Context: an optimization exercise on an open-source flow, tuned for small area. The choices shown serve that exercise and are no tape-out recipe.
Only simulation tests tie the RTL to the original design; equivalence was not proved.
No activity file was given, so power comes from the tool's default toggle rates. The clock port is modelled as an ideal driver; clocking choices that lean on that would not hold on a real chip.

## flow/synth_area.tcl

```tcl
# The standard flow's synthesis (synth_recipe.tcl in the work folder), with an area-oriented ABC script
proc abc {args} {
  set i [lsearch -exact $args -script]
  if { $i >= 0 } {
    lset args [expr { $i + 1 }] $::env(AREA_ABC_SCRIPT)
  }
  yosys abc {*}$args
}
source $::env(FLOW_SYNTH_TCL)
```

## design.v

```verilog
`default_nettype none
`timescale 1ns/1ps
package iperf_stats_pkg;
  localparam int STACK_WIDTH = 64;  
  localparam int KEEP_WIDTH = STACK_WIDTH / 8;  
  localparam int BEAT_BYTES_WIDTH = $clog2(KEEP_WIDTH + 1);  
  localparam int BYTE_CNT_WIDTH = 48;
  localparam int EVENT_CNT_WIDTH = 32;
  localparam int CYCLE_CNT_WIDTH = 64;  
  localparam int TX_STATUS_WIDTH = 64;
  localparam int TX_STS_ERR_MSB = 63;
  localparam int TX_STS_ERR_LSB = 62;
  localparam int OPEN_STATUS_WIDTH = 24;
  localparam int OPEN_OK_BIT = 16;  
  localparam int READ_PKG_WIDTH = 32;
  localparam int READ_LEN_LSB = 16;
  localparam int READ_LEN_WIDTH = 16;
endpackage
`default_nettype wire
`timescale 1ns/1ps
`default_nettype none
module iperf_stats_top (
  input  wire logic                                          ap_clk,
  input  wire logic                                          ap_rst_n,
  input  wire logic                                          ap_start,
  input  wire logic [iperf_stats_pkg::CYCLE_CNT_WIDTH-1:0]   time_in_cycles,
  input  wire logic                                          stat_load,
  input  wire logic [iperf_stats_pkg::CYCLE_CNT_WIDTH-1:0]   stat_load_value,
  input  wire logic                                          rx_data_valid,
  input  wire logic                                          rx_data_ready,
  input  wire logic [iperf_stats_pkg::KEEP_WIDTH-1:0]        rx_data_keep,
  input  wire logic                                          rx_data_last,
  input  wire logic                                          tx_data_valid,
  input  wire logic                                          tx_data_ready,
  input  wire logic [iperf_stats_pkg::KEEP_WIDTH-1:0]        tx_data_keep,
  input  wire logic                                          tx_data_last,
  input  wire logic                                          tx_meta_valid,
  input  wire logic                                          tx_meta_ready,
  input  wire logic                                          tx_status_valid,
  input  wire logic                                          tx_status_ready,
  input  wire logic [iperf_stats_pkg::TX_STATUS_WIDTH-1:0]   tx_status_data,
  input  wire logic                                          open_status_valid,
  input  wire logic                                          open_status_ready,
  input  wire logic [iperf_stats_pkg::OPEN_STATUS_WIDTH-1:0] open_status_data,
  input  wire logic                                          read_pkg_valid,
  input  wire logic                                          read_pkg_ready,
  input  wire logic [iperf_stats_pkg::READ_PKG_WIDTH-1:0]    read_pkg_data,
  output logic                                               running,
  output logic                                               ap_done,
  output logic                                               ap_idle,
  output logic [iperf_stats_pkg::CYCLE_CNT_WIDTH-1:0]        exec_cycles,
  output logic [iperf_stats_pkg::BYTE_CNT_WIDTH-1:0]         rx_bytes,
  output logic [iperf_stats_pkg::BYTE_CNT_WIDTH-1:0]         tx_bytes,
  output logic [iperf_stats_pkg::EVENT_CNT_WIDTH-1:0]        rx_pkts,
  output logic [iperf_stats_pkg::EVENT_CNT_WIDTH-1:0]        tx_pkts,
  output logic [iperf_stats_pkg::EVENT_CNT_WIDTH-1:0]        tx_cmds,
  output logic [iperf_stats_pkg::EVENT_CNT_WIDTH-1:0]        tx_stss,
  output logic [iperf_stats_pkg::EVENT_CNT_WIDTH-1:0]        tx_stss_good,
  output logic [iperf_stats_pkg::EVENT_CNT_WIDTH-1:0]        open_stss,
  output logic [iperf_stats_pkg::EVENT_CNT_WIDTH-1:0]        open_oks,
  output logic [iperf_stats_pkg::BYTE_CNT_WIDTH-1:0]         rd_req_total
);
  localparam int CW = iperf_stats_pkg::CYCLE_CNT_WIDTH;
  localparam int BW = iperf_stats_pkg::BYTE_CNT_WIDTH;
  localparam int EW = iperf_stats_pkg::EVENT_CNT_WIDTH;
  logic          ap_start_q;
  logic [CW-1:0] run_len;
  logic          run_start;
  logic          clr;        
  logic          sel;        
  assign run_start = ap_start & ~ap_start_q;
  assign clr       = ~ap_rst_n | run_start;
  assign sel       = clr | stat_load;
  assign ap_idle = ~running & ~ap_done;
  always_ff @(posedge ap_clk) begin
    if (!ap_rst_n) begin
      ap_start_q <= 1'b0;
      running    <= 1'b0;
      ap_done    <= 1'b0;
    end else begin
      ap_start_q <= ap_start;
      if (run_start) begin
        running <= 1'b1;
        ap_done <= 1'b0;
      end else begin
        ap_done <= running & (exec_cycles == run_len);
        if (running & (exec_cycles == run_len)) running <= 1'b0;
      end
    end
  end
  always_ff @(posedge ap_clk) begin
    if (run_start) run_len <= time_in_cycles;
  end
  logic [3:0]  rx_amt, tx_amt;
  logic        rx_pkt, tx_pkt, tx_cmd, tx_sts, tx_sts_good, open_sts, open_ok;
  logic [15:0] rd_amt;
  function automatic logic [3:0] count_keep(input logic [7:0] keep);
    logic [3:0] n;
    n = '0;
    for (int i = 0; i < 8; i++) n = n + {3'b000, keep[i]};
    count_keep = n;
  endfunction
  logic rx_hs, tx_hs, meta_hs, sts_hs, open_hs, rd_hs;
  assign rx_hs   = rx_data_valid & rx_data_ready & ap_rst_n;
  assign tx_hs   = tx_data_valid & tx_data_ready & ap_rst_n;
  assign meta_hs = tx_meta_valid & tx_meta_ready & ap_rst_n;
  assign sts_hs  = tx_status_valid & tx_status_ready & ap_rst_n;
  assign open_hs = open_status_valid & open_status_ready & ap_rst_n;
  assign rd_hs   = read_pkg_valid & read_pkg_ready & ap_rst_n;
  always_ff @(posedge ap_clk) begin
    rx_amt      <= count_keep(rx_data_keep) & {4{rx_hs}};
    tx_amt      <= count_keep(tx_data_keep) & {4{tx_hs}};
    rx_pkt      <= rx_hs & rx_data_last;
    tx_pkt      <= tx_hs & tx_data_last;
    tx_cmd      <= meta_hs;
    tx_sts      <= sts_hs;
    tx_sts_good <= sts_hs & (tx_status_data[63:62] == 2'b00);
    open_sts    <= open_hs;
    open_ok     <= open_hs & open_status_data[16];
    rd_amt      <= read_pkg_data[31:16] & {16{rd_hs}};
  end
  logic          keep_cnt;   
  logic [CW-1:0] ld_sel;     
  assign keep_cnt = ~sel;
  assign ld_sel   = stat_load_value & {CW{stat_load & ~clr}};
  function automatic logic [CW-1:0] inc(input logic [CW-1:0] q, input logic cin, input int w);
    logic [CW/4-1:0]  p4;    
    logic [CW/16-1:0] p16;   
    logic [CW/16-1:0] cg;    
    logic [CW/4-1:0]  cb;    
    logic [CW-1:0]    c;
    logic [CW-1:0]    r;
    for (int b = 0; b < CW/4; b++) p4[b] = &q[4*b +: 4];
    for (int g = 0; g < CW/16; g++) p16[g] = &p4[4*g +: 4];
    for (int g = 0; g < CW/16; g++) begin
      cg[g] = cin;
      for (int k = 0; k < g; k++) cg[g] = cg[g] & p16[k];
    end
    for (int b = 0; b < CW/4; b++) begin
      cb[b] = cg[b/4];
      for (int k = 4*(b/4); k < b; k++) cb[b] = cb[b] & p4[k];
    end
    for (int i = 0; i < CW; i++) begin
      if (i % 4 == 0) c[i] = cb[i/4];
      else c[i] = c[i-1] & q[i-1];
    end
    r = '0;
    for (int i = 0; i < CW; i++) if (i < w) r[i] = q[i] ^ c[i];
    inc = r;
  endfunction
  function automatic logic [CW-1:0] inc_late(input logic [CW-1:0] q, input logic cin, input int w);
    logic [CW/4-1:0]  p4;
    logic [CW/16-1:0] p16;
    logic [CW/16-1:0] xg;    
    logic [CW/4-1:0]  xb;    
    logic [CW-1:0]    x;     
    logic [CW-1:0]    r;
    for (int b = 0; b < CW/4; b++) p4[b] = &q[4*b +: 4];
    for (int g = 0; g < CW/16; g++) p16[g] = &p4[4*g +: 4];
    for (int g = 0; g < CW/16; g++) begin
      xg[g] = 1'b1;
      for (int k = 0; k < g; k++) xg[g] = xg[g] & p16[k];
    end
    for (int b = 0; b < CW/4; b++) begin
      xb[b] = xg[b/4];
      for (int k = 4*(b/4); k < b; k++) xb[b] = xb[b] & p4[k];
    end
    for (int i = 0; i < CW; i++) begin
      x[i] = xb[i/4];
      for (int k = 4*(i/4); k < i; k++) x[i] = x[i] & q[k];
    end
    r = '0;
    for (int i = 0; i < CW; i++) if (i < w) r[i] = q[i] ^ (cin & x[i]);
    inc_late = r;
  endfunction
  logic [CW-1:0] exec_inc;
  assign exec_inc = inc(exec_cycles, running, CW);
  always_ff @(posedge ap_clk) begin
    exec_cycles  <= ld_sel | ({CW{keep_cnt}} & exec_inc[CW-1:0]);
  end
  logic [CW-1:0] t0, t1, t2, t3, t4, t5, t6;
  assign t0 = inc({{(CW-EW){1'b0}}, rx_pkts}, rx_pkt, EW);
  assign t1 = inc({{(CW-EW){1'b0}}, tx_pkts}, tx_pkt, EW);
  assign t2 = inc({{(CW-EW){1'b0}}, tx_cmds}, tx_cmd, EW);
  assign t3 = inc({{(CW-EW){1'b0}}, tx_stss}, tx_sts, EW);
  assign t4 = inc({{(CW-EW){1'b0}}, tx_stss_good}, tx_sts_good, EW);
  assign t5 = inc({{(CW-EW){1'b0}}, open_stss}, open_sts, EW);
  assign t6 = inc({{(CW-EW){1'b0}}, open_oks}, open_ok, EW);
  logic [4:0]  rx_lo, tx_lo;
  logic [16:0] rd_lo;
  logic [CW-1:0] rx_hi, tx_hi, rd_hi;
  assign rx_lo = {1'b0, rx_bytes[3:0]} + {1'b0, rx_amt};
  assign tx_lo = {1'b0, tx_bytes[3:0]} + {1'b0, tx_amt};
  assign rd_lo = {1'b0, rd_req_total[15:0]} + {1'b0, rd_amt};
  assign rx_hi = inc({{(CW-BW+4){1'b0}}, rx_bytes[BW-1:4]}, rx_lo[4], BW-4);
  assign tx_hi = inc({{(CW-BW+4){1'b0}}, tx_bytes[BW-1:4]}, tx_lo[4], BW-4);
  assign rd_hi = inc_late({{(CW-BW+16){1'b0}}, rd_req_total[BW-1:16]}, rd_lo[16], BW-16);
  always_ff @(posedge ap_clk) begin
    rx_bytes     <= ld_sel[BW-1:0] | ({BW{keep_cnt}} & {rx_hi[BW-5:0], rx_lo[3:0]});
    tx_bytes     <= ld_sel[BW-1:0] | ({BW{keep_cnt}} & {tx_hi[BW-5:0], tx_lo[3:0]});
    rd_req_total <= ld_sel[BW-1:0] | ({BW{keep_cnt}} & {rd_hi[BW-17:0], rd_lo[15:0]});
    rx_pkts      <= ld_sel[EW-1:0] | ({EW{keep_cnt}} & t0[EW-1:0]);
    tx_pkts      <= ld_sel[EW-1:0] | ({EW{keep_cnt}} & t1[EW-1:0]);
    tx_cmds      <= ld_sel[EW-1:0] | ({EW{keep_cnt}} & t2[EW-1:0]);
    tx_stss      <= ld_sel[EW-1:0] | ({EW{keep_cnt}} & t3[EW-1:0]);
    tx_stss_good <= ld_sel[EW-1:0] | ({EW{keep_cnt}} & t4[EW-1:0]);
    open_stss    <= ld_sel[EW-1:0] | ({EW{keep_cnt}} & t5[EW-1:0]);
    open_oks     <= ld_sel[EW-1:0] | ({EW{keep_cnt}} & t6[EW-1:0]);
  end
endmodule
`default_nettype wire
```

## flow/abc_area.script

```
strash
&get -n
&st
&dch
&nf -R 1000
&put
topo
stime -c
```

## config.mk

```make
export PLATFORM = sky130hd
export DESIGN_NAME = iperf_stats_top
export DESIGN_NICKNAME = iperf_stats_top
export VERILOG_FILES = /design/flow/design.v
export SDC_FILE = /design/flow/constraint.sdc
export NUM_CORES = 4
export LEC_CHECK = 0
export CAP_MARGIN = 20
export CORE_AREA = 4 4 202 202
export CTS_BUF_LIST = sky130_fd_sc_hd__clkbuf_16
export CTS_CLUSTER_DIAMETER = 80
export CTS_CLUSTER_SIZE = 25
export DIE_AREA = 0 0 206 206
export GPL_TIMING_DRIVEN = 0
export SLEW_MARGIN = 20
```

## flow/run.sh

```bash
#!/bin/bash
# The standard layout with two changes:
#  - synthesis maps the logic with an area-oriented ABC script (flow/abc_area.script) and
#    leaves adders to ABC instead of first mapping them to the library's adder cells;
#    everything else in synthesis, including the registers, is the standard flow's own script
#  - the port buffers use the smallest buffer cell
set -euo pipefail
here=$(pwd)
export AREA_ABC_SCRIPT=$here/flow/abc_area.script
export FLOW_SYNTH_TCL=$here/synth_recipe.tcl
export BUFFER_PORTS_ARGS="-buffer_cell sky130_fd_sc_hd__buf_1"
sed "s#SYNTH_SCRIPT=[^ ]*#SYNTH_SCRIPT=$here/flow/synth_area.tcl ADDER_MAP_FILE=#" standard.sh > standard_area.sh
grep -q "SYNTH_SCRIPT=$here/flow/synth_area.tcl" standard_area.sh
bash standard_area.sh > standard_make.log 2>&1
```

## standard.sh

```bash
#!/bin/bash
# synth_recipe.tcl (not shown) runs the flow's synth.tcl, then flattens the netlist and writes it again
# the make line also repeats each setting of config.mk as NAME=value (left out here)
make -C /OpenROAD-flow-scripts/flow DESIGN_CONFIG=/design/flow/config.mk WORK_HOME=/design/flow/orfs CLKGATE_MAP_FILE= SYNTH_SCRIPT=/design/flow/synth_recipe.tcl "${@:-finish}"
```

## constraint.sdc

```tcl
create_clock -name core_clock -period 4.0 [get_ports {ap_clk}]
set_input_delay 0.8000 -clock core_clock [delete_from_list [all_inputs] [get_ports {ap_clk}]]
set_output_delay 0.8000 -clock core_clock [all_outputs]
set_load 0.01 [all_outputs]
```

==> flow_summary.toml, run 1 <==
[run_status]
status = "finished clean"

[timing]
clock_skew_ps = 22.2
min_period_ps = 3720
relSlewSlack_pct = 20.3
fin_crit_sh_pct = 93.0
worstMarginPinSlew_ps = 1180
setup_viol = 0
slew_violations = 0
rsz0062_at_grt = "false"
max_freq_mhz = 269
setup_ws_ps = 280
hold_viol = 0

[final_layout]
drive_above_1_share_pct = 2.46
fin_cells = 3493
synthToLayoutAreaGrowth_pct = 19.9
nets = 3234
post-route-cell-area_sq_um = 25800
post-route-util_pct = 66.6

[routing]
viasPerCell = 5.94
drt_iter0_markers = 1934
dr.pass1.iters = 5
dr_wl_met2_um = 36400
routed-wl-met3_um = 8540
drtAntennaViolNets = 0
dr.max_layer_used = "met4"
wl_met1_um = 30800
drc = 0
vias = 20700
finalWirelength_um = 80100
drt-wirelength-per-cell_um = 22.9

[synth]
synth_cell_type_count = 35
syn_area_per_cell_sq_um = 9.39
yosys_warnings = 1
synth_nets = 2574
ys_ff_latch = 530
synth_area_sq_um = 21500
yosysSeqAreaShare_pct = 52.3
synthCells = 2292

[hold_path]
hold_depth = 1
min_path_type = "input port to flop"

[pwr]
switching_share_pct = 27.4
p_sw_mw = 2.81
intPower_mw = 7.44
p_per_area_nw_per_um2 = 397
total_power_mw = 10.3
p_clk_share_pct = 32.7
p_leak_nw = 9.30
combPwrFrac_pct = 9.8
seq_power_share_pct = 57.5
ir_worst_vdd_mv = 0.381

[global_route]
antenna_found_initial = 3
grt_max_degree = 69
grt_util_all_layers_pct = 35.6
grt_pass1_vias = 18800
overflow = 0
grt_pass1_wl_um = 117000

[clocking]
cts.repair.resized = 5
htree_levels = 1
cts_sinks = 530
clockBufferDepth = 3
cts_root_buf = "clkbuf_16"
clock_latency_ps = 610
post-cts-setup-buffers = 0
cts_inserted_buffers = 29
postCtsHoldBufs = 0
cts_tree = "yes"
path_clk_slew_ps = 110

[critical_path]
start_kind = "flop"
endpoint_kind = "flop"
crit_fanout = 8
crit_type = "flop to flop"
worst_ep_arrival_time_ps = 4220
cp.required_ps = 4500
r2r_cells = 12

[run]
maxCapViolCount = 0

[placement]
place_inst = 3439
io_buffer_count = 615
postPlaceCellArea_sq_um = 24800
gp_congestion = 0.918
hpwl_um = 61000
post-place-ws_ps = -385

[die]
io_pins = 717
initial_utilization_pct = 55.6
core-area_sq_um = 38700
rows = 72
dieArea_sq_um = 42400
die_y_um = 206
die_w_um = 206
==> per-layer routing <==
metal | vias to the layer above | global-route usage [%]
met4 | 0 | 15.0
met5 | - | 0
met1 | 9922 | 45.5
met2 | 926 | 56.6
met3 | 191 | 10.5
li1 | 9706 | -
==> state kept, by name, summed over array words and instances, names as in the netlist, 4 cells and up <==
signal and cells:
tx_bytes 48, run_len 64, rx_amt 4, rd_req_total 48, tx_stss_good 32, open_oks 32
rd_amt 16, rx_pkts 32, tx_pkts 32, tx_cmds 32, rx_bytes 48, tx_amt 4
open_stss 32, exec_cycles 64, tx_stss 32
==> power by group through the flow <==
stage                     clock (mW)  combinational [mW]  sequential, mW
after global placement             0               0.952            6.00
final                           3.35                1.00            5.90
after CTS                       3.38               0.999            5.89
after detailed placement           0               0.993            6.01
after floorplan                    0               0.436            6.05
after global routing            3.57                1.09            5.93
==> cells in the final DEF, fill, tap and decap left out, types with 21 or more instances in the layout <==
cell / count
xnor2_1: 134
nor2_1: 135
and2_0: 60
xor2_1: 120
and3_1: 101
edfxtp_1: 64
nand4_1: 113
buf_1: 615
nand3_1: 44
clkbuf_16: 29
dfxtp_1: 465
nand2_1: 249
nor4_1: 21
nor2b_1: 25
o31ai_1: 151
a21oi_1: 174
clkinv_1: 26
o21ai_0: 297
==> cells in the mapped netlist <==
master      n  area (sq um)
nor4b_1     1          8.76
nor2_1    137           514
maj3_1      7          70.1
nor2b_1    26           163
or3_1       2          12.5
nand3_1    44           220
nor4bb_1    1          10.0
a32o_1      6          60.1
a31o_1      3          26.3
nor3_1     13          65.1
a21oi_1   174           871
or2_0       5          31.3
nand2_1   249           935
xnor2_1   134          1170
xor2_1    120          1050
a31oi_1    19           119
a211oi_1    1          7.51
nand2b_1   10          62.6
nand4_1   113           707
a41oi_1     4          35.0
edfxtp_1   64          1920
clkinv_1   26          97.6
a21boi_0    1          7.51
and4_1      7          61.3
dfxtp_1   466          9330
mux2i_1     1          10.0
o211ai_1    2          15.0
o31ai_1   151          1130
a22oi_1     1          7.51
and2_0     60           375
a21o_1     15           113
o21ai_0   298          1490
nor3b_1     4          30.0
nor4_1     25           156
and3_1    102           638
==> final timing paths <==
| check | startpoint | to | slack, ps |
|---|---|---|---|
| worst max-delay path | running | exec_cycles[51] | 280 |
| worst max register to register | running | exec_cycles[51] | 280 |
| worst min-delay path | time_in_cycles[30] | run_len[30] | 350 |
| worst min register to register | tx_pkts[19] | tx_pkts[19] | 540 |
==> critical path: stages (launching register included) <==
cell and delay [ps]:
dfxtp_2 490, and3_1 280, and3_1 330, nor2b_2 310, and2_0 370, nor2b_1 310
nand2b_1 210, nor2_2 280, and2_0 430, nand3_1 170, clkinv_1 100, nand3_1 80
a32o_1 260
==> layout make-up <==
class | instances | area, sq um
inverter | 26 | 98.8
sequential | 530 | 11300
clock inverter | 22 | 198
multi-input combinational | 1736 | 10300
antenna | 3 | 7.51
tap | 518 | 648
clock buffer | 29 | 726
fill | 3307 | 12900
timing repair buffer | 629 | 2610
==> cells by family after synthesis <==
logic type,synth area share (%)
and+or+nand+nor,18.5
DFF,52.3
AOI/OAI and AO/OA,18.1
muxes,0.0465
buffers and inverters,0.453
xor gates and xnor gates,10.3
adders and majority gates,0.325
==> metrics by stage <==
stage / hold WS [ps] / setup TNS (ps)
after global placement: 512 / -410270
final: 351 / 0
after floorplan: 528 / 0
after CTS: 333 / 0
after global routing: 337 / 0
after detailed placement: 528 / -2220
==> inputs of run 2 (changes only) <==
--- a/config.mk
+++ b/config.mk
@@ -11,5 +11,4 @@
 export CTS_CLUSTER_DIAMETER = 80
 export CTS_CLUSTER_SIZE = 25
 export DIE_AREA = 0 0 206 206
-export GPL_TIMING_DRIVEN = 0
 export SLEW_MARGIN = 20
==> flow_summary.toml, run 2 <==
[timing]
slew_violations = 0
hold_viol = 0
worstMarginPinSlew_ps = 1120
tns_ps = 0
setup_viol = 0
rsz0062_at_grt = "false"
min_period_ps = 3610
relSlewSlack_pct = 24.3
max_freq_mhz = 277
setup_ws_ps = 391
fin_crit_sh_pct = 90.2
clock_skew_ps = 24.5

[clocking]
path_clk_slew_ps = 100
postCtsHoldBufs = 0
clock_latency_ps = 600
clockBufferDepth = 3
cts_root_buf = "clkbuf_16"
post-cts-setup-buffers = 0
htree_levels = 1
cts_inserted_buffers = 28
cts_sinks = 530
cts_tree = "yes"

[die]
io_pins = 717
core-area_sq_um = 38700
die_y_um = 206
initial_utilization_pct = 55.6
rows = 72
die_w_um = 206
dieArea_sq_um = 42400

[routing]
finalWirelength_um = 79700
drc = 0
drtAntennaViolNets = 0
viasPerCell = 5.95
drt_iter0_markers = 1847
drt-wirelength-per-cell_um = 22.8
vias = 20800
dr.pass1.iters = 8

[critical_path]
cp.required_ps = 4490
cp_slowest_cell = "dfxtp_1"
start_kind = "flop"
critPathTopFamily = "simple AND/OR/NAND/NOR gates"
crit_fanout = 7
crit_type = "flop to flop"
r2r_cells = 12
critPathBufInv = 1
worst_ep_arrival_time_ps = 4100
path_cells = "and3_1 -> and3_1 -> nor2b_1 -> and2_0 -> nor2b_1 -> nand2b_1 -> nor2_1 -> and2_0 -> nand3_1 -> clkinv_1 -> nand3_1 -> a32o_1"
slowest_delay_ps = 470
worstSetupPathDepth = 12
endpoint_kind = "flop"

[placement]
gp_congestion = 0.929
place_inst = 3450
io_buffer_count = 615
post-place-ws_ps = 443
hpwl_um = 60500

[synth]
ys_ff_latch = 530
ys_top_cells_by_area = "dfxtp_1 (43%), edfxtp_1 (8.9%), o21ai_0 (6.9%), xnor2_1 (5.5%), o31ai_1 (5.3%)"
yosysMostFrequentCell = "dfxtp_1"
yosys_warnings = 1
async_flop_share_pct = 0
synth_nets = 2574
syn_area_per_cell_sq_um = 9.39
synthCells = 2292
netlist.area_leader.share_pct = 43.3
synthFlopType = "dfxtp_1"
synth_commonest_cells = "dfxtp_1 (466), o21ai_0 (298), nand2_1 (249), a21oi_1 (174), o31ai_1 (151)"
synth_cell_type_count = 35
synth-edff-count = 64
synth_area_sq_um = 21500
synth_top_cell_by_area = "dfxtp_1"
yosysSeqAreaShare_pct = 52.3

[final_layout]
top_regs = "exec_cycles (64), run_len (64)"
synthToLayoutAreaGrowth_pct = 19.2
fin_cells = 3504
post-route-util_pct = 66.2
multi_input_area_sq_um = 10200
drive_above_1_share_pct = 2.45
regArea_sq_um = 11300
nets = 3244
final_cell_mix = "buf_1 (615), dfxtp_1 (466), o21ai_0 (298), nand2_1 (249), a21oi_1 (174)"
final_common_cell = "buf_1"
nFillCells = 3377

[global_route]
grt_pass1_vias = 18800
grt_max_degree = 118
antenna_found_initial = 5
grt_util_all_layers_pct = 35.2
overflow = 0
grt_pass1_wl_um = 116000

[run_status]
status = "finished clean"

[pwr]
total_power_mw = 10.2
ir_worst_vdd_mv = 0.417
p_leak_nw = 9.23
p_per_area_nw_per_um2 = 396

[hold_path]
min_path_type = "input port to flop"
hold_depth = 1

[run]
maxCapViolCount = 0
## run 2: cell types whose count changed in the layout (fill, tap and decap cells not counted), sizes merged
cell and delta:
buf +11, diode +4, clkinv -2, clkinvlp -1
inv -1
## run 2: layout make-up
type	count	area share, %
diodes	7	0.0683
clock buffers	29	2.83
clock inverters	18	0.634
inverters	26	0.380
multi-input cells	1736	39.8
flip-flops and latches	530	43.8
well taps	518	2.53
repair buffers	640	9.92
## run 2: final timing paths
path                                    startpoint              end  slack (ps)
worst max register to register      exec_cycles[0]  exec_cycles[51]         390
worst min register to register        rx_bytes[45]     rx_bytes[45]         540
worst max-delay path                exec_cycles[0]  exec_cycles[51]         390
worst min-delay path            time_in_cycles[38]      run_len[38]         360
## run 2: what timing repair did
| item | CTS | global route |
|---|---|---|
| gates resized for setup | 0 | 1 |
| endpoints found under the hold margin | 0 | 0 |
| setup endpoints to repair | 0 | 1 |
## run 2: stage by stage
| step | instance area [sq um] | hold slack [ps] |
|---|---|---|
| 2_1_floorplan | 21500 | 528 |
| 3_3_place_gp | 24700 | 514 |
| 3_5_place_dp | 24700 | 528 |
| 4_1_cts | 25600 | 343 |
| 5_1_grt | 25700 | 347 |
| 6_report | 25700 | 363 |
## run 2: where the power goes
group	internal, mW	switching, mW
Sequential	5.63	0.269
Clock	1.43	1.86
Combinational	0.350	0.632
Total	7.41	2.76
## run 2: cells by family after synthesis
kind of cell               after synthesis  synth area share, %
muxes                                    1               0.0465
AOI/OAI and AO/OA                      675                 18.1
xor gates and xnor gates               254                 10.3
adders and majority gates                7                0.325
and+or+nand+nor                        799                 18.5
buffers and inverters                   26                0.453
DFF                                    530                 52.3
## run 2: worst register-to-register path, delay by kind of cell, from the launching register on
kind | cells | cell delay, ps
AOI/OAI and AO/OA | 1 | 260
buffers and inverters | 1 | 100
DFF | 1 | 470
and+or+nand+nor | 10 | 2680
## run 2: per-layer routing
layer  share of wire [%]  up-vias  routed length [um]  track usage (%)
met5                   0        -                   0                0
met4                 5.0        0                3980             13.9
met1                  39     9972               30700             44.7
met3                  11      163                8940             10.7
met2                  45      963               36100             56.6
li1                    -     9748                   -                -
==> inputs of run 3 (changes only) <==
==> flow/abc_area.script (replaced) <==
strash
&get -n
&st
&dch
&nf -R 1000
&st
&dch
&nf -R 1000
&put
topo
stime -c
--- a/config.mk
+++ b/config.mk
@@ -8,7 +8,7 @@
 export CAP_MARGIN = 20
 export CORE_AREA = 4 4 202 202
 export CTS_BUF_LIST = sky130_fd_sc_hd__clkbuf_16
-export CTS_CLUSTER_DIAMETER = 80
-export CTS_CLUSTER_SIZE = 25
+export CTS_CLUSTER_DIAMETER = 100
+export CTS_CLUSTER_SIZE = 30
 export DIE_AREA = 0 0 206 206
 export SLEW_MARGIN = 20
==> flow_summary.toml, run 3 <==
[global_route]
grt_pass1_vias = 19200
antenna_found_initial = 7
grt_util_all_layers_pct = 34.6
grt_max_degree = 77
grt_pass1_wl_um = 114000
overflow = 0

[synth]
synth_nets = 2607
yosysSeqAreaShare_pct = 53.1
synthFlopType = "dfxtp_1"
yosysMostFrequentCell = "dfxtp_1"
synth_cell_type_count = 34
ys_ff_latch = 530
syn_area_per_cell_sq_um = 9.12
synth_top_cell_by_area = "dfxtp_1"
netlist.area_leader.share_pct = 44.0
yosys_warnings = 1
async_flop_share_pct = 0
synthCells = 2325
synth_commonest_cells = "dfxtp_1 (466), nand2_1 (288), a21oi_1 (287), o31ai_1 (237), o21ai_0 (213)"
synth-edff-count = 64
synth_area_sq_um = 21200
ys_top_cells_by_area = "dfxtp_1 (44%), edfxtp_1 (9.1%), o31ai_1 (8.4%), a21oi_1 (6.8%), nand2_1 (5.1%)"

[clocking]
cts_inserted_buffers = 21
clockBufferDepth = 3
htree_levels = 1
path_clk_slew_ps = 110
cts_sinks = 530
post-cts-setup-buffers = 0
cts_tree = "yes"
postCtsHoldBufs = 0
cts_root_buf = "clkbuf_16"
clock_latency_ps = 560

[pwr]
p_per_area_nw_per_um2 = 376
p_leak_nw = 9.87
ir_worst_vdd_mv = 0.326

[critical_path]
r2r-start = "tx_pkts[0]"
reg2reg_slack_ps = 300
endpoint = "tx_pkts[31]"
cp-startpoint = "tx_pkts[0]"
r2r-end = "tx_pkts[31]"
worst_ep_arrival_time_ps = 4140
endpoint_kind = "flop"
start_kind = "flop"
r2r_cells = 16
crit_type = "flop to flop"
crit_fanout = 5
cp.required_ps = 4440

[die]
io_pins = 717
core-area_sq_um = 38700
initial_utilization_pct = 54.7
die_y_um = 206
rows = 72
die_w_um = 206
dieArea_sq_um = 42400

[placement]
postPlaceCellArea_sq_um = 24600
post-place-ws_ps = -24.2
hpwl_um = 60000
io_buffer_count = 615
gp_congestion = 0.923

[routing]
drt-wirelength-per-cell_um = 22.2
vias = 21100
dr.pass1.iters = 6
drtAntennaViolNets = 0
viasPerCell = 5.97
drt_iter0_markers = 1943
finalWirelength_um = 78500
drc = 0

[hold_path]
min_path_type = "input port to flop"

[timing]
clock_skew_ps = 18.7
hold_viol = 0
fin_crit_sh_pct = 92.5
slew_violations = 0
relSlewSlack_pct = 41.3
setup_viol = 0
max_freq_mhz = 270
holdWs_ps = 398
min_period_ps = 3700
tns_ps = 0
worstMarginPinSlew_ps = 880
rsz0062_at_grt = "false"
setup_ws_ps = 301

[final_layout]
nets = 3291
post-route-cell-area_sq_um = 25200
final_cell_mix = "buf_1 (615), dfxtp_1 (466), nand2_1 (288), a21oi_1 (287), o31ai_1 (237)"
top_regs = "exec_cycles (64), run_len (64)"
final_common_cell = "buf_1"
drive_above_1_share_pct = 2.82
synthToLayoutAreaGrowth_pct = 19.1
post-route-util_pct = 65.2

[run_status]
status = "finished clean"

[run]
maxCapViolCount = 0
==> run 3: cell types whose count changed after synthesis, sizes merged, moves of 54 or more <==
cell   change
a21oi    +113
o31ai     +86
nand4     -54
xor2      -80
and3      +66
o21ai     -85
xnor2     -75
==> run 3: critical path, cell delays in order (launching register included) <==
cell	delay, ps
dfxtp_1	400
and3_1	260
and3_1	230
and3_1	390
clkinv_1	120
nor3_1	310
and2_0	240
nand2_1	100
nor2_1	170
and3_1	290
and3_1	250
and3_1	210
and3_1	200
and2_0	180
a21oi_1	70
o21ai_0	80
nand2_1	70
==> run 3: final cells by class <==
| cell class | instances | area [sq um] |
|---|---|---|
| repair buffers | 661 | 2740 |
| multi-input cells | 1767 | 9910 |
| fillers | 3448 | 13500 |
| flip-flops and latches | 530 | 11300 |
| well taps | 518 | 648 |
| inverters | 28 | 105 |
| clock buffers | 21 | 526 |
| diodes | 7 | 17.5 |
| clock inverters | 8 | 37.5 |
==> run 3: layer usage <==
layer	up-vias	part of all wire, %	global-route usage (%)	wire length [um]
met5	-	0.017	0	13
met4	2	6.5	17.9	5080
met3	202	10	8.46	7870
met2	929	46	56.7	35900
met1	10100	38	42.6	29600
li1	9934	-	-	-
==> run 3: timing repair <==
item | 4_1_cts | 5_1_grt
pin swaps | 0 | 1
gates resized for setup | 1 | 15
endpoints found under the setup margin | 1 | 17
==> run 3: how the worst min path moves through the flow <==
stage                  startpoint          endpoint  slack, ps  cells past startpoint
2_1_floorplan             open_ok       open_oks[1]        530                      2
3_3_place_gp     rd_req_total[26]  rd_req_total[26]        490                      2
3_5_place_dp        open_stss[31]     open_stss[31]        510                      2
4_1_cts        time_in_cycles[21]       run_len[21]        370                      1
5_1_grt        time_in_cycles[48]       run_len[48]        380                      1
6_report       time_in_cycles[21]       run_len[21]        400                      1
==> run 3: cell families (layout without fill, tap and decap cells) <==
| logic type | after synthesis | count (layout) | synth area share (%) |
|---|---|---|---|
| AO/OA/AOI/OAI | 760 | 760 | 21.0 |
| flip-flops | 530 | 530 | 53.1 |
| adder cells (fa/ha/maj) | 8 | 8 | 0.378 |
| XOR/XNOR | 99 | 99 | 4.09 |
| buffers and inverters | 28 | 718 | 0.496 |
| AND/OR/NAND/NOR | 900 | 900 | 20.9 |
| other | 0 | 7 | 0 |
==> run 3: metrics by stage <==
stage,total power [mW],instances
global route,9.80,3537
CTS,9.52,3533
global placement,6.93,3504
finish,9.48,3540
detailed placement,6.97,3504
floorplan,6.46,2325
==> run 3: power by group <==
part / switching, mW / internal, mW
clock network: 1.65 / 0.971
registers: 0.245 / 5.63
logic: 0.644 / 0.343
total: 2.54 / 6.94
==> inputs of run 4 (changes only) <==
==> flow/abc_area.script (replaced) <==
strash
&get -n
&st
&dch
&nf -R 1000
&put
topo
stime -c
==> flow_summary.toml, run 4 <==
[run_status]
status = "finished clean"

[synth]
synth-edff-count = 64
synth_cell_type_count = 35
ys_top_cells_by_area = "dfxtp_1 (43%), edfxtp_1 (8.9%), o21ai_0 (6.9%), xnor2_1 (5.5%), o31ai_1 (5.3%)"
synth_nets = 2574
yosysMostFrequentCell = "dfxtp_1"
yosys_warnings = 1
synthCells = 2292
synthFlopType = "dfxtp_1"
async_flop_share_pct = 0
ys_ff_latch = 530
synth_commonest_cells = "dfxtp_1 (466), o21ai_0 (298), nand2_1 (249), a21oi_1 (174), o31ai_1 (151)"
netlist.area_leader.share_pct = 43.3
yosysSeqAreaShare_pct = 52.3
synth_top_cell_by_area = "dfxtp_1"
synth_area_sq_um = 21500
syn_area_per_cell_sq_um = 9.39

[critical_path]
cp_slowest_cell = "dfxtp_1"
cp.required_ps = 4510
critPathBufInv = 3
start_kind = "flop"
path_cells = "nand2_1 -> o21ai_0 -> nand2_1 -> a21oi_1 -> a21oi_1 -> buf_4 -> nor4_1 -> buf_4 -> nor4b_2 -> buf_4 -> nor2b_1 -> nor2b_1 -> and3_1 -> nand2_1 -> xor2_1 -> o21ai_0"
critPathTopFamily = "simple AND/OR/NAND/NOR gates"
crit_type = "flop to flop"
worst_ep_arrival_time_ps = 4080
endpoint_kind = "flop"
slowest_delay_ps = 410
crit_fanout = 7

[clocking]
clock_latency_ps = 570
path_clk_slew_ps = 120
postCtsHoldBufs = 0
cts_sinks = 530
htree_levels = 1
clockBufferDepth = 3
cts_tree = "yes"
cts_inserted_buffers = 21
cts_root_buf = "clkbuf_16"

[timing]
fin_crit_sh_pct = 89.4
slew_violations = 0
worstMarginPinSlew_ps = 1100
setup_viol = 0
rsz0062_at_grt = "false"
min_period_ps = 3570
relSlewSlack_pct = 26.3
clock_skew_ps = 19.3
tns_ps = 0
max_freq_mhz = 280
hold_viol = 0

[final_layout]
nets = 3237
top_regs = "exec_cycles (64), run_len (64)"
post-route-util_pct = 65.4
synthToLayoutAreaGrowth_pct = 17.6
drive_above_1_share_pct = 1.82
final_common_cell = "buf_1"
fin_cells = 3484
final_cell_mix = "buf_1 (615), dfxtp_1 (466), o21ai_0 (298), nand2_1 (249), a21oi_1 (174)"
nFillCells = 3429
post-route-cell-area_sq_um = 25300

[pwr]
intPower_mw = 6.95
seq_power_share_pct = 62.0
p_sw_mw = 2.56
combPwrFrac_pct = 10.3
p_leak_nw = 9.07
ir_worst_vdd_mv = 0.292
p_per_area_nw_per_um2 = 376
p_clk_share_pct = 27.7
switching_share_pct = 26.9

[routing]
finalWirelength_um = 79700
drt-wirelength-per-cell_um = 22.9
drt_iter0_markers = 1741
drc = 0
vias = 20800
dr.pass1.iters = 6
drtAntennaViolNets = 0
viasPerCell = 5.97

[global_route]
grt_pass1_wl_um = 115000
grt_pass1_vias = 18800
grt_util_all_layers_pct = 35.1
grt_max_degree = 118
antenna_found_initial = 4
overflow = 0

[die]
dieArea_sq_um = 42400
initial_utilization_pct = 55.6
rows = 72
die_w_um = 206
core-area_sq_um = 38700
io_pins = 717
die_y_um = 206

[placement]
gp_congestion = 0.929
hpwl_um = 60500
io_buffer_count = 615
place_inst = 3450
postPlaceCellArea_sq_um = 24700

[hold_path]
min_path_type = "input port to flop"

[run]
maxCapViolCount = 0
## run 4: metrics by stage
stage	total power [mW]	setup slack, ps	hold slack [ps]
CTS	9.52	375	377
global placement	6.95	489	514
detailed placement	6.99	443	528
global route	9.83	71.5	381
floorplan	6.48	650	528
finish	9.52	426	387
## run 4: what timing repair did
item,4_1_cts,5_1_grt
gates resized for setup,0,1
setup endpoints to repair,0,1
setup buffers,0,0
## run 4: worst reg2reg max path, stage by stage, from the launching register on
cell and delay (ps):
dfxtp_1 410, nand2_1 100, o21ai_0 260, nand2_1 140, a21oi_1 210, a21oi_1 60, buf_4 170, nor4_1 320
buf_4 200, nor4b_2 300, buf_4 210, nor2b_1 260, nor2b_1 260, and3_1 260, nand2_1 90, xor2_1 140
o21ai_0 130
## run 4: cell families (layout without fill, tap and decap cells)
logic type               count (synthesis)  in the layout  share of synthesized area, %
other                                    0              5                             0
flip-flops                             530            530                          52.3
multiplexers                             1              1                        0.0465
buffers and inverters                   26            695                         0.453
XOR/XNOR                               254            254                          10.3
AND/OR/NAND/NOR                        799            799                          18.5
adder cells (fa/ha/maj)                  7              7                         0.325
AO/OA/AOI/OAI                          675            675                          18.1
## run 4: worst paths after layout
kind              slack (ps)          startpoint  cells after the start            to
hold reg to reg          540        rx_bytes[45]                      2  rx_bytes[45]
hold / removal           390  time_in_cycles[56]                      1   run_len[56]
setup reg to reg         430         tx_bytes[0]                     16  tx_bytes[47]
setup / recovery         430         tx_bytes[0]                     16  tx_bytes[47]
## run 4: power by group through the flow
stage | Combinational, mW | Sequential, mW | Clock (mW)
CTS | 0.981 | 5.89 | 2.65
global placement | 0.959 | 5.99 | 0
detailed placement | 0.976 | 6.01 | 0
finish | 0.984 | 5.90 | 2.63
floorplan | 0.436 | 6.05 | 0
global route | 1.07 | 5.93 | 2.82
## run 4: final cells by class
cell class / instances / area (sq um) / area share (%)
Clock inverter: 8 / 37.5 / 0.148
Antenna cell: 5 / 12.5 / 0.0494
Sequential cell: 530 / 11300 / 44.4
Clock buffer: 21 / 526 / 2.07
Inverter: 26 / 97.6 / 0.385
Tap cell: 518 / 648 / 2.56
Timing Repair Buffer: 640 / 2550 / 10.1
Multi-Input combinational cell: 1736 / 10200 / 40.3
## run 4: layer usage
| metal | GRT usage (%) | up-vias | part of all wire, % |
|---|---|---|---|
| met5 | 0 | - | 0 |
| met4 | 14.0 | 0 | 4.8 |
| met3 | 10.5 | 167 | 12 |
| met2 | 56.2 | 983 | 45 |
| met1 | 44.7 | 9923 | 38 |
| li1 | - | 9717 | - |
==> inputs of run 5 (changes only) <==
--- a/config.mk
+++ b/config.mk
@@ -7,8 +7,8 @@
 export LEC_CHECK = 0
 export CAP_MARGIN = 20
 export CORE_AREA = 4 4 202 202
-export CTS_BUF_LIST = sky130_fd_sc_hd__clkbuf_16
-export CTS_CLUSTER_DIAMETER = 100
-export CTS_CLUSTER_SIZE = 30
+export CTS_BUF_LIST = sky130_fd_sc_hd__clkbuf_8
+export CTS_CLUSTER_DIAMETER = 50
+export CTS_CLUSTER_SIZE = 15
 export DIE_AREA = 0 0 206 206
 export SLEW_MARGIN = 20
==> flow_summary.toml, run 5 <==
[global_route]
grt_pass1_wl_um = 117000
grt_util_all_layers_pct = 35.7
grt_pass1_vias = 19000
overflow = 0
antenna_found_initial = 3
met1_usage_pct = 45.2
use_met3_pct = 11.5
grt_use_met2_pct = 56.9
grt_busiest_layer = "met2"
grt_max_degree = 118

[clocking]
cts_root_buf = "clkbuf_8"
path_clk_slew_ps = 100
cts_sinks = 530
clockBufferDepth = 3
cts_inserted_buffers = 47
clock_latency_ps = 660
htree_levels = 2
postCtsHoldBufs = 0
cts_tree = "yes"

[routing]
drc = 0
drtAntennaViolNets = 0
finalWirelength_um = 80100
drt-wirelength-per-cell_um = 22.7
dr.pass1.iters = 5
vias = 21000
viasPerCell = 5.93
drt_iter0_markers = 1676

[synth]
synth_commonest_cells = "dfxtp_1 (466), o21ai_0 (298), nand2_1 (249), a21oi_1 (174), o31ai_1 (151)"
synth_nets = 2574
synth_top_cell_by_area = "dfxtp_1"
async_flop_share_pct = 0
netlist.area_leader.share_pct = 43.3
ys_ff_latch = 530
yosysSeqAreaShare_pct = 52.3
yosys_warnings = 1
ys_top_cells_by_area = "dfxtp_1 (43%), edfxtp_1 (8.9%), o21ai_0 (6.9%), xnor2_1 (5.5%), o31ai_1 (5.3%)"
synthFlopType = "dfxtp_1"
synthCells = 2292
yosysMostFrequentCell = "dfxtp_1"
synth_area_sq_um = 21500
synth-edff-count = 64
synth_cell_type_count = 35
syn_area_per_cell_sq_um = 9.39

[timing]
max_freq_mhz = 280
clock_skew_ps = 24.5
fin_crit_sh_pct = 89.2
holdWs_ps = 301
rsz0062_at_grt = "false"
tns_ps = 0
hold_viol = 0
min_period_ps = 3570
setup_ws_ps = 431
slew_violations = 0
worstMarginPinSlew_ps = 1110
setup_viol = 0
relSlewSlack_pct = 25.2

[critical_path]
endpoint_kind = "flop"
r2r-end = "rd_req_total[27]"
crit_type = "flop to flop"
worst_ep_arrival_time_ps = 4150
r2r-start = "rd_req_total[1]"
start_kind = "flop"
crit_fanout = 5
cp.required_ps = 4580
r2r_cells = 13
reg2reg_slack_ps = 430

[die]
dieArea_sq_um = 42400
die_w_um = 206
io_pins = 717
die_y_um = 206
initial_utilization_pct = 55.6
rows = 72
core-area_sq_um = 38700

[placement]
hpwl_um = 60500
io_buffer_count = 615
place_inst = 3450
post-place-ws_ps = 443
postPlaceCellArea_sq_um = 24700
gp_congestion = 0.929

[final_layout]
drive_above_1_share_pct = 3.55
nets = 3263
synthToLayoutAreaGrowth_pct = 19.6
fin_cells = 3535
top_regs = "exec_cycles (64), run_len (64)"
post-route-cell-area_sq_um = 25700
final_common_cell = "buf_1"
final_cell_mix = "buf_1 (615), dfxtp_1 (466), o21ai_0 (298), nand2_1 (249), a21oi_1 (174)"

[hold_path]
hold_depth = 1
holdPathEnd = "run_len[25]"
worstHoldStart = "time_in_cycles[25]"
min_path_type = "input port to flop"

[pwr]
ir_worst_vdd_mv = 0.366
p_per_area_nw_per_um2 = 398
p_leak_nw = 9.29

[run]
maxCapViolCount = 0

[run_status]
status = "finished clean"
[run 5: cell types whose count changed in the layout (fill, tap and decap cells not counted)]
cell / delta
clkinv_2: +8
clkbuf_16: -21
clkbuf_8: +57
inv_1: -1
bufinv_16: +2
clkinv_4: +1
clkinvlp_4: +4
inv_6: +2
diode_2: -1
[run 5: worst max path at each step]
stage,start,to,slack [ps],cells after the start
2_1_floorplan,rd_req_total[1],rd_req_total[27],650,13
3_3_place_gp,tx_bytes[1],tx_bytes[47],490,16
3_5_place_dp,tx_bytes[1],tx_bytes[47],440,16
4_1_cts,tx_bytes[1],tx_bytes[47],360,16
5_1_grt,exec_cycles[0],exec_cycles[51],100,12
6_report,rd_req_total[1],rd_req_total[27],430,13
[run 5: layout make-up]
type | instances | area (sq um)
Antenna cell | 4 | 10.0
Clock buffer | 57 | 785
Clock inverter | 24 | 190
Fill cell | 3401 | 13000
Inverter | 26 | 97.6
Multi-Input combinational cell | 1736 | 10200
Sequential cell | 530 | 11300
Tap cell | 518 | 648
Timing Repair Buffer | 640 | 2550
[run 5: power breakdown]
part | switching, mW | internal (mW)
clock | 1.92 | 1.45
sequential | 0.269 | 5.63
combinational | 0.632 | 0.350
[run 5: per-layer routing]
metal,up-vias,routed length [um]
met2,972,36300
li1,9779,-
met5,-,0
met3,174,9310
met1,10100,30700
met4,0,3780
[run 5: timing repair]
action,CTS,global route
setup endpoints to repair,0,1
gates resized for setup,0,1
buffers inserted,0,0
[run 5: cells by family (layout without fill, tap and decap cells)]
family | count (synthesis) | in the layout | synth area share (%)
simple gates | 799 | 799 | 18.5
flops | 530 | 530 | 52.3
compound gates | 675 | 675 | 18.1
buf+inv | 26 | 747 | 0.453
other cells | 0 | 4 | 0
xor+xnor | 254 | 254 | 10.3
fa+ha+maj | 7 | 7 | 0.325
mux | 1 | 1 | 0.0465
[run 5: per-stage QoR]
stage          total power [mW]  utilization, %
6_report                   10.2            66.4
5_1_grt                    10.6            66.4
4_1_cts                    10.3            66.4
3_5_place_dp               6.99            63.9
3_3_place_gp               6.95            63.9
2_1_floorplan              6.48               -
[run 5: critical path: stages (launching register included)]
cell and delay [ps]:
dfxtp_1 410, xor2_1 200, and3_1 230, a21o_1 130
a31oi_1 140, o21ai_0 480, a31oi_2 370, nor2_1 350
and3_1 290, and3_1 270, and3_1 220, and2_0 170
nor2_1 50, o31ai_1 170
==> inputs of run 6 (changes only) <==
==> flow/run.sh (replaced) <==
#!/bin/bash
# The standard layout with these changes:
#  - synthesis maps the logic with an area-oriented ABC script (flow/abc_area.script) and
#    leaves adders to ABC instead of first mapping them to the library's adder cells;
#    everything else in synthesis, including the registers, is the standard flow's own script
#  - the port buffers use the smallest buffer cell
#  - clock tree synthesis adds no dummy loads
set -euo pipefail
here=$(pwd)
export AREA_ABC_SCRIPT=$here/flow/abc_area.script
export FLOW_SYNTH_TCL=$here/synth_recipe.tcl
export BUFFER_PORTS_ARGS="-buffer_cell sky130_fd_sc_hd__buf_1"
export CTS_ARGS="-sink_clustering_enable -repair_clock_nets -sink_clustering_size 35 -sink_clustering_max_diameter 60 -buf_list sky130_fd_sc_hd__clkbuf_16 -dont_use_dummy_load"
sed "s#SYNTH_SCRIPT=[^ ]*#SYNTH_SCRIPT=$here/flow/synth_area.tcl ADDER_MAP_FILE=#" standard.sh > standard_area.sh
grep -q "SYNTH_SCRIPT=$here/flow/synth_area.tcl" standard_area.sh
bash standard_area.sh > standard_make.log 2>&1
==> flow/abc_area.script (replaced) <==
strash
&get -n
&st
&dch
&nf -R 1000
&st
&dch
&nf -R 1000
&put
topo
stime -c
--- a/config.mk
+++ b/config.mk
@@ -7,8 +7,8 @@
 export LEC_CHECK = 0
 export CAP_MARGIN = 20
 export CORE_AREA = 4 4 202 202
-export CTS_BUF_LIST = sky130_fd_sc_hd__clkbuf_8
-export CTS_CLUSTER_DIAMETER = 50
-export CTS_CLUSTER_SIZE = 15
+export CTS_BUF_LIST = sky130_fd_sc_hd__clkbuf_16
+export CTS_CLUSTER_DIAMETER = 100
+export CTS_CLUSTER_SIZE = 30
 export DIE_AREA = 0 0 206 206
 export SLEW_MARGIN = 20
==> flow_summary.toml, run 6 <==
[timing]
clock_skew_ps = 39.0
slew_violations = 0
relSlewSlack_pct = 41.7
setup_ws_ps = 289
fin_crit_sh_pct = 92.8
max_freq_mhz = 269
holdWs_ps = 385
worstMarginPinSlew_ps = 875
hold_viol = 0
setup_viol = 0
min_period_ps = 3710
rsz0062_at_grt = "true"

[clocking]
cts_tree = "yes"
cts_root_buf = "clkbuf_16"
htree_levels = 2
clockBufferDepth = 3
path_clk_slew_ps = 100
cts_sinks = 530
postCtsHoldBufs = 0
clock_latency_ps = 580
cts_inserted_buffers = 38

[pwr]
switching_share_pct = 26.0
p_clk_share_pct = 33.7
combPwrFrac_pct = 9.5
ir_worst_vdd_mv = 0.290
total_power_mw = 10.3
p_per_area_nw_per_um2 = 404
p_sw_mw = 2.69
intPower_mw = 7.66
p_leak_nw = 10.0
seq_power_share_pct = 56.8

[global_route]
grt_util_all_layers_pct = 35.2
antenna_found_initial = 9
grt_use_met2_pct = 56.6
grt_max_degree = 77
grt_pass1_vias = 19500
grt_pass1_wl_um = 115000
met1_usage_pct = 42.6
use_met3_pct = 9.60
grt_busiest_layer = "met2"
overflow = 0

[synth]
yosys_warnings = 1
synth_commonest_cells = "dfxtp_1 (466), nand2_1 (288), a21oi_1 (287), o31ai_1 (237), o21ai_0 (213)"
synth_top_family_by_area = "compound AO/OA/AOI/OAI gates"
syn_area_per_cell_sq_um = 9.12
synthCells = 2325
synth_area_sq_um = 21200
async_flop_share_pct = 0
muxShareOfSynthArea_pct = 0
synthFlopType = "dfxtp_1"
ys_ff_latch = 530
synth-compound-area-share_pct = 21.0
synth_nets = 2607
yosysMostFrequentCell = "dfxtp_1"
yosysSeqAreaShare_pct = 53.1
netlist.area_leader.share_pct = 44.0
ys_top_cells_by_area = "dfxtp_1 (44%), edfxtp_1 (9.1%), o31ai_1 (8.4%), a21oi_1 (6.8%), nand2_1 (5.1%)"
synth-edff-count = 64
synth_top_cell_by_area = "dfxtp_1"
synthAdderAreaFrac_pct = 0.378
yosys.area_share.simple_pct = 20.9
synth_cell_type_count = 34
synthXorXnorAreaFrac_pct = 4.09

[placement]
hpwl_um = 60000
io_buffer_count = 615
place_inst = 3504
post-place-ws_ps = -24.2
gp_congestion = 0.923

[run]
maxCapViolCount = 0

[die]
rows = 72
die_w_um = 206
core-area_sq_um = 38700
initial_utilization_pct = 54.7
io_pins = 717
dieArea_sq_um = 42400
die_y_um = 206

[final_layout]
drive_above_1_share_pct = 3.34
synthToLayoutAreaGrowth_pct = 21.0
post-route-util_pct = 66.2
fin_cells = 3552
final_common_cell = "buf_1"
final_cell_mix = "buf_1 (615), dfxtp_1 (466), nand2_1 (287), a21oi_1 (287), o31ai_1 (237)"
top_regs = "exec_cycles (64), run_len (64)"
nets = 3308

[critical_path]
r2r-end = "open_stss[31]"
worst_ep_arrival_time_ps = 4130
r2r_cells = 15
cp.required_ps = 4420
reg2reg_slack_ps = 290
r2r-start = "open_stss[0]"
crit_fanout = 6
start_kind = "flop"
crit_type = "flop to flop"
endpoint_kind = "flop"

[hold_path]
min_path_type = "input port to flop"
worstHoldStart = "time_in_cycles[14]"
holdPathEnd = "run_len[14]"
hold_depth = 1

[routing]
finalWirelength_um = 79400
drt_iter0_markers = 2078
viasPerCell = 5.97
vias = 21200
drt-wirelength-per-cell_um = 22.4
drc = 0
dr.pass1.iters = 5
drtAntennaViolNets = 0

[run_status]
status = "finished clean"
run 6: final cells by class:
cell class              instances  area, sq um
diodes                         10         25.0
clock buffers                  38          951
fillers                      3391        13100
inverters                      28          105
multi-input cells            1767         9910
flip-flops and latches        530        11300
well taps                     518          648
repair buffers                661         2740
run 6: logic make-up after synthesis:
| kind of cell | Yosys count |
|---|---|
| and+or+nand+nor | 900 |
| AOI/OAI and AO/OA | 760 |
| DFF | 530 |
| xor gates and xnor gates | 99 |
| buffers and inverters | 28 |
| adders and majority gates | 8 |
run 6: layer usage:
metal / share of wire, % / vias to the layer above
met5: 0.025 / -
met4: 6.6 / 2
met3: 10 / 209
met2: 46 / 960
met1: 38 / 10100
li1: - / 9963
run 6: worst max-delay path, stage by stage (launching register included):
cell and delay [ps]:
dfxtp_1 380, and3_1 260, and3_1 250, and3_1 360, clkinv_1 140, nor3_2 280, nand3_1 180, nor2_2 280
and3_1 280, and3_1 300, and3_1 240, and3_1 210, and2_0 190, a21oi_1 80, o21ai_0 80, nand2_1 70
run 6: power groups by stage:
stage          logic, mW  registers (mW)  clock network (mW)
3_3_place_gp       0.959            5.97                   0
3_5_place_dp       0.980            5.99                   0
2_1_floorplan      0.431            6.03                   0
6_report           0.988            5.87                3.49
4_1_cts            0.984            5.87                3.52
5_1_grt             1.07            5.91                3.71
run 6: metrics by stage:
| step | setup TNS (ps) | area [sq um] |
|---|---|---|
| after global routing | -2.14 | 25600 |
| after detailed placement | -24.2 | 24600 |
| after floorplan | 0 | 21200 |
| final | 0 | 25600 |
| after global placement | 0 | 24600 |
| after CTS | 0 | 25600 |
run 6: worst max-delay path by stage:
stage,cells after the start,slack [ps],startpoint,end
2_1_floorplan,14,160,running,exec_cycles[63]
3_5_place_dp,15,-20,exec_cycles[0],exec_cycles[63]
3_3_place_gp,15,110,exec_cycles[0],exec_cycles[63]
6_report,15,290,open_stss[0],open_stss[31]
4_1_cts,15,40,exec_cycles[0],exec_cycles[63]
5_1_grt,15,-2,exec_cycles[0],exec_cycles[63]
run 6: what timing repair did:
| action | in CTS | in global routing |
|---|---|---|
| pin swaps | 0 | 1 |
| gates resized for setup | 1 | 15 |
| setup buffers | 0 | 0 |
| endpoints found under the setup margin | 1 | 19 |
==> inputs of run 7 (changes only) <==
--- a/flow/run.sh
+++ b/flow/run.sh
@@ -10,7 +10,7 @@
 export AREA_ABC_SCRIPT=$here/flow/abc_area.script
 export FLOW_SYNTH_TCL=$here/synth_recipe.tcl
 export BUFFER_PORTS_ARGS="-buffer_cell sky130_fd_sc_hd__buf_1"
-export CTS_ARGS="-sink_clustering_enable -repair_clock_nets -sink_clustering_size 35 -sink_clustering_max_diameter 60 -buf_list sky130_fd_sc_hd__clkbuf_16 -dont_use_dummy_load"
+export CTS_ARGS="-sink_clustering_enable -repair_clock_nets -sink_clustering_size 30 -sink_clustering_max_diameter 100 -buf_list sky130_fd_sc_hd__clkbuf_16 -dont_use_dummy_load"
 sed "s#SYNTH_SCRIPT=[^ ]*#SYNTH_SCRIPT=$here/flow/synth_area.tcl ADDER_MAP_FILE=#" standard.sh > standard_area.sh
 grep -q "SYNTH_SCRIPT=$here/flow/synth_area.tcl" standard_area.sh
 bash standard_area.sh > standard_make.log 2>&1
--- a/config.mk
+++ b/config.mk
@@ -5,10 +5,10 @@
 export SDC_FILE = /design/flow/constraint.sdc
 export NUM_CORES = 4
 export LEC_CHECK = 0
-export CAP_MARGIN = 20
+export CAP_MARGIN = 5
 export CORE_AREA = 4 4 202 202
 export CTS_BUF_LIST = sky130_fd_sc_hd__clkbuf_16
 export CTS_CLUSTER_DIAMETER = 100
 export CTS_CLUSTER_SIZE = 30
 export DIE_AREA = 0 0 206 206
-export SLEW_MARGIN = 20
+export SLEW_MARGIN = 5
==> flow_summary.toml, run 7 <==
[critical_path]
endpoint_kind = "flop"
critPathTopFamily = "simple AND/OR/NAND/NOR gates"
cp.required_ps = 4440
cp_common_cell = "and3_1"
cp_slowest_cell = "dfxtp_1"
r2r_cells = 15
start_kind = "flop"
worstSetupPathDepth = 15
crit_type = "flop to flop"
critPathBufInv = 1
crit_fanout = 6
worst_ep_arrival_time_ps = 4110
slowest_delay_ps = 390
path_cells = "and3_1 -> and3_1 -> and3_1 -> clkinv_1 -> nor3_2 -> nand3_1 -> nor2_2 -> and3_1 -> and3_1 -> and3_1 -> and3_1 -> and2_0 -> a21oi_1 -> o21ai_0 -> nand2_1"

[routing]
drt-wirelength-per-cell_um = 22.3
viasPerCell = 5.96
drt_iter0_markers = 1909
drc = 0
vias = 21100
dr.pass1.iters = 8
finalWirelength_um = 78700
drtAntennaViolNets = 0

[timing]
worstMarginPinSlew_ps = 883
rsz0062_at_grt = "false"
setup_ws_ps = 329
hold_viol = 0
max_freq_mhz = 272
slew_violations = 0
min_period_ps = 3670
relSlewSlack_pct = 41.2
setup_viol = 0
fin_crit_sh_pct = 91.8
clock_skew_ps = 35.3

[clocking]
cts_root_buf = "clkbuf_16"
path_clk_slew_ps = 120
cts_inserted_buffers = 21
post-cts-setup-buffers = 0
cts_sinks = 530
htree_levels = 1
postCtsHoldBufs = 0
clock_latency_ps = 570
clockBufferDepth = 3
cts_tree = "yes"

[global_route]
overflow = 0
use_met3_pct = 8.44
grt_util_all_layers_pct = 34.7
grt_pass1_vias = 19200
grt_use_met2_pct = 56.6
met1_usage_pct = 42.6
antenna_found_initial = 8
grt_pass1_wl_um = 114000
grt_max_degree = 77
grt_busiest_layer = "met2"

[die]
dieArea_sq_um = 42400
die_w_um = 206
die_y_um = 206
io_pins = 717
rows = 72
initial_utilization_pct = 54.7
core-area_sq_um = 38700

[pwr]
p_leak_nw = 9.83
ir_worst_vdd_mv = 0.323
p_per_area_nw_per_um2 = 375

[synth]
yosysMostFrequentCell = "dfxtp_1"
ys_top_cells_by_area = "dfxtp_1 (44%), edfxtp_1 (9.1%), o31ai_1 (8.4%), a21oi_1 (6.8%), nand2_1 (5.1%)"
async_flop_share_pct = 0
netlist.area_leader.share_pct = 44.0
synth_top_cell_by_area = "dfxtp_1"
synth_cell_type_count = 34
yosys_warnings = 1
synthCells = 2325
synth_commonest_cells = "dfxtp_1 (466), nand2_1 (288), a21oi_1 (287), o31ai_1 (237), o21ai_0 (213)"
ys_ff_latch = 530
synth_nets = 2607
yosysSeqAreaShare_pct = 53.1
synth_area_sq_um = 21200
syn_area_per_cell_sq_um = 9.12
synth-edff-count = 64
synthFlopType = "dfxtp_1"

[final_layout]
nFillCells = 3450
top_regs = "exec_cycles (64), run_len (64)"
nets = 3291
synthToLayoutAreaGrowth_pct = 18.9
post-route-cell-area_sq_um = 25200
drive_above_1_share_pct = 2.79
final_common_cell = "buf_1"
final_cell_mix = "buf_1 (615), dfxtp_1 (466), nand2_1 (287), a21oi_1 (287), o31ai_1 (237)"

[placement]
postPlaceCellArea_sq_um = 24600
post-place-ws_ps = -24.2
hpwl_um = 60000
io_buffer_count = 615
gp_congestion = 0.923

[hold_path]
min_path_type = "input port to flop"
hold_depth = 1

[run]
maxCapViolCount = 0

[run_status]
status = "finished clean"
==> run 7: cell families after synthesis <==
logic type      share of synthesized area [%]
xor+xnor                                 4.09
buf+inv                                 0.496
simple gates                             20.9
fa+ha+maj                               0.378
flops                                    53.1
compound gates                           21.0
==> run 7: per-stage QoR <==
stage	TNS, ps	utilization (%)	power (mW)	cells	hold WS [ps]
2_1_floorplan	0	-	6.46	2325	533
3_3_place_gp	0	63.5	6.93	3504	490
3_5_place_dp	-24.2	63.5	6.97	3504	509
4_1_cts	0	64.9	9.47	3525	375
5_1_grt	0	65.0	9.76	3530	379
6_report	0	65.1	9.46	3534	396
==> run 7: worst paths after layout <==
kind | from | endpoint | slack, ps
worst min-delay path | time_in_cycles[21] | run_len[21] | 400
worst max-delay path | open_stss[0] | open_stss[31] | 330
worst min register to register | open_stss[31] | open_stss[31] | 530
worst max register to register | open_stss[0] | open_stss[31] | 330
==> run 7: area by class of cell <==
cell class | count | area [sq um] | area share (%)
Antenna cell | 9 | 22.5 | 0.0894
Clock buffer | 21 | 526 | 2.08
Inverter | 28 | 105 | 0.417
Multi-Input combinational cell | 1767 | 9910 | 39.3
Sequential cell | 530 | 11300 | 44.6
Tap cell | 518 | 648 | 2.57
Timing Repair Buffer | 661 | 2740 | 10.9
==> run 7: per-layer routing <==
metal	vias up	wire length [um]
met5	-	13
li1	9923	-
met3	189	7770
met4	2	4990
met2	901	36100
met1	10100	29800
==> run 7: where the power goes <==
group	switching [mW]	total [mW]	leakage [nW]	internal, mW
logic	0.645	0.988	5.14	0.343
clock network	1.64	2.59	0.259	0.955
registers	0.245	5.87	4.42	5.63
==> run 7: what timing repair did <==
item / CTS / global route
gates resized for setup: 1 / 15
pin swaps: 0 / 1
endpoints found under the setup margin: 1 / 17
==> inputs of run 8 (changes only) <==
--- a/config.mk
+++ b/config.mk
@@ -5,10 +5,10 @@
 export SDC_FILE = /design/flow/constraint.sdc
 export NUM_CORES = 4
 export LEC_CHECK = 0
-export CAP_MARGIN = 5
+export CAP_MARGIN = 20
 export CORE_AREA = 4 4 202 202
 export CTS_BUF_LIST = sky130_fd_sc_hd__clkbuf_16
 export CTS_CLUSTER_DIAMETER = 100
 export CTS_CLUSTER_SIZE = 30
 export DIE_AREA = 0 0 206 206
-export SLEW_MARGIN = 5
+export SLEW_MARGIN = 20
==> flow_summary.toml, run 8 <==
[run_status]
status = "finished clean"

[routing]
finalWirelength_um = 78700
drt_iter0_markers = 1909
drt-wirelength-per-cell_um = 22.3
vias = 21100
drtAntennaViolNets = 0
dr.pass1.iters = 8
drc = 0
viasPerCell = 5.96

[timing]
relSlewSlack_pct = 41.2
rsz0062_at_grt = "false"
max_freq_mhz = 272
setup_viol = 0
clock_skew_ps = 35.3
hold_viol = 0
fin_crit_sh_pct = 91.8
holdWs_ps = 396
min_period_ps = 3670
tns_ps = 0
slew_violations = 0
worstMarginPinSlew_ps = 883

[final_layout]
fin_cells = 3534
post-route-util_pct = 65.1
drive_above_1_share_pct = 2.79
nets = 3291
nFillCells = 3450
multi_input_area_sq_um = 9910
top_regs = "exec_cycles (64), run_len (64)"
final_cell_mix = "buf_1 (615), dfxtp_1 (466), nand2_1 (287), a21oi_1 (287), o31ai_1 (237)"
synthToLayoutAreaGrowth_pct = 18.9
final_common_cell = "buf_1"
regArea_sq_um = 11300
post-route-cell-area_sq_um = 25200

[clocking]
cts_tree = "yes"
cts_inserted_buffers = 21
clock_latency_ps = 570
postCtsHoldBufs = 0
clockBufferDepth = 3
htree_levels = 1
cts_sinks = 530
cts_root_buf = "clkbuf_16"
path_clk_slew_ps = 120

[global_route]
grt_max_degree = 77
grt_util_all_layers_pct = 34.7
grt_pass1_vias = 19200
antenna_found_initial = 8
overflow = 0
grt_pass1_wl_um = 114000

[placement]
place_inst = 3504
postPlaceCellArea_sq_um = 24600
gp_congestion = 0.923
io_buffer_count = 615
hpwl_um = 60000

[synth]
syn_area_per_cell_sq_um = 9.12
synth_nets = 2607
async_flop_share_pct = 0
yosys_warnings = 1
yosysMostFrequentCell = "dfxtp_1"
ys_top_cells_by_area = "dfxtp_1 (44%), edfxtp_1 (9.1%), o31ai_1 (8.4%), a21oi_1 (6.8%), nand2_1 (5.1%)"
ys_ff_latch = 530
synth_commonest_cells = "dfxtp_1 (466), nand2_1 (288), a21oi_1 (287), o31ai_1 (237), o21ai_0 (213)"
synth_area_sq_um = 21200
synth-edff-count = 64
synth_cell_type_count = 34
netlist.area_leader.share_pct = 44.0
yosysSeqAreaShare_pct = 53.1
synthFlopType = "dfxtp_1"
synthCells = 2325
synth_top_cell_by_area = "dfxtp_1"

[critical_path]
start_kind = "flop"
slowest_delay_ps = 390
endpoint_kind = "flop"
cp.required_ps = 4440
crit_type = "flop to flop"
worst_ep_arrival_time_ps = 4110
cp_slowest_cell = "dfxtp_1"
r2r-start = "open_stss[0]"
crit_fanout = 6
critPathTopFamily = "simple AND/OR/NAND/NOR gates"
cp-startpoint = "open_stss[0]"
critPathBufInv = 1
cp_common_cell = "and3_1"
path_cells = "and3_1 -> and3_1 -> and3_1 -> clkinv_1 -> nor3_2 -> nand3_1 -> nor2_2 -> and3_1 -> and3_1 -> and3_1 -> and3_1 -> and2_0 -> a21oi_1 -> o21ai_0 -> nand2_1"

[die]
die_y_um = 206
initial_utilization_pct = 54.7
core-area_sq_um = 38700
rows = 72
io_pins = 717
die_w_um = 206
dieArea_sq_um = 42400

[pwr]
ir_worst_vdd_mv = 0.323
p_per_area_nw_per_um2 = 375
p_leak_nw = 9.83

[hold_path]
worstHoldStart = "time_in_cycles[21]"
min_path_type = "input port to flop"

[run]
maxCapViolCount = 0
[run 8: cell counts in the layout (fill, tap and decap cells not counted)]
No cell type changed its count.
[run 8: timing repair]
item	in CTS	in global routing
gates cloned	0	0
resized for setup	1	15
endpoints found under the setup margin	1	17
buffers inserted	0	0
pin swaps	0	1
[run 8: per-layer routing]
| metal | routed length, um | up-vias | global-route usage (%) |
|---|---|---|---|
| met4 | 4990 | 2 | 18.1 |
| met2 | 36100 | 901 | 56.6 |
| met3 | 7770 | 189 | 8.44 |
| met5 | 13 | - | 0 |
| met1 | 29800 | 10100 | 42.6 |
| li1 | - | 9923 | - |
[run 8: stage by stage]
| step | power (mW) | setup WS, ps |
|---|---|---|
| after global placement | 6.93 | 112 |
| after floorplan | 6.46 | 157 |
| after global routing | 9.76 | 37.4 |
| after CTS | 9.47 | 83.5 |
| final | 9.46 | 329 |
| after detailed placement | 6.97 | -24.2 |
[run 8: where the power goes]
group	switching [mW]	internal, mW	total [mW]
sequential	0.245	5.63	5.87
clock	1.64	0.955	2.59
combinational	0.645	0.343	0.988
[run 8: worst register-to-register path, stage by stage (launching register included)]
cell and delay [ps]:
dfxtp_1 390, and3_1 270, and3_1 250, and3_1 360, clkinv_1 140, nor3_2 280
nand3_1 180, nor2_2 280, and3_1 280, and3_1 300, and3_1 240, and3_1 210
and2_0 180, a21oi_1 80, o21ai_0 80, nand2_1 70
[run 8: final cells by class]
class / count / area share, %
Tap cell: 518 / 2.57
Timing Repair Buffer: 661 / 10.9
Inverter: 28 / 0.417
Sequential cell: 530 / 44.6
Clock buffer: 21 / 2.08
Antenna cell: 9 / 0.0894
Multi-Input combinational cell: 1767 / 39.3
[run 8: cells by family (layout without fill, tap and decap cells)]
logic type | Yosys count | after routing | synth area share (%)
adder cells (fa/ha/maj) | 8 | 8 | 0.378
buffers and inverters | 28 | 710 | 0.496
other | 0 | 9 | 0
XOR/XNOR | 99 | 99 | 4.09
flip-flops | 530 | 530 | 53.1
AND/OR/NAND/NOR | 900 | 900 | 20.9
AO/OA/AOI/OAI | 760 | 760 | 21.0
[run 8: worst paths after layout]
| kind | to | slack [ps] | cells after the start |
|---|---|---|---|
| max | open_stss[31] | 330 | 15 |
| min | run_len[21] | 400 | 1 |
| max reg2reg | open_stss[31] | 330 | 15 |
| min reg2reg | open_stss[31] | 530 | 2 |

Setup slack of run 8, layout unchanged: 0.329 ns with ideal ports, 0.329 ns with driving cells assumed (clock clkbuf_16, inputs buf_2), 0.329 ns with port delays also shifted by the 0.606 ns mid clock arrival.
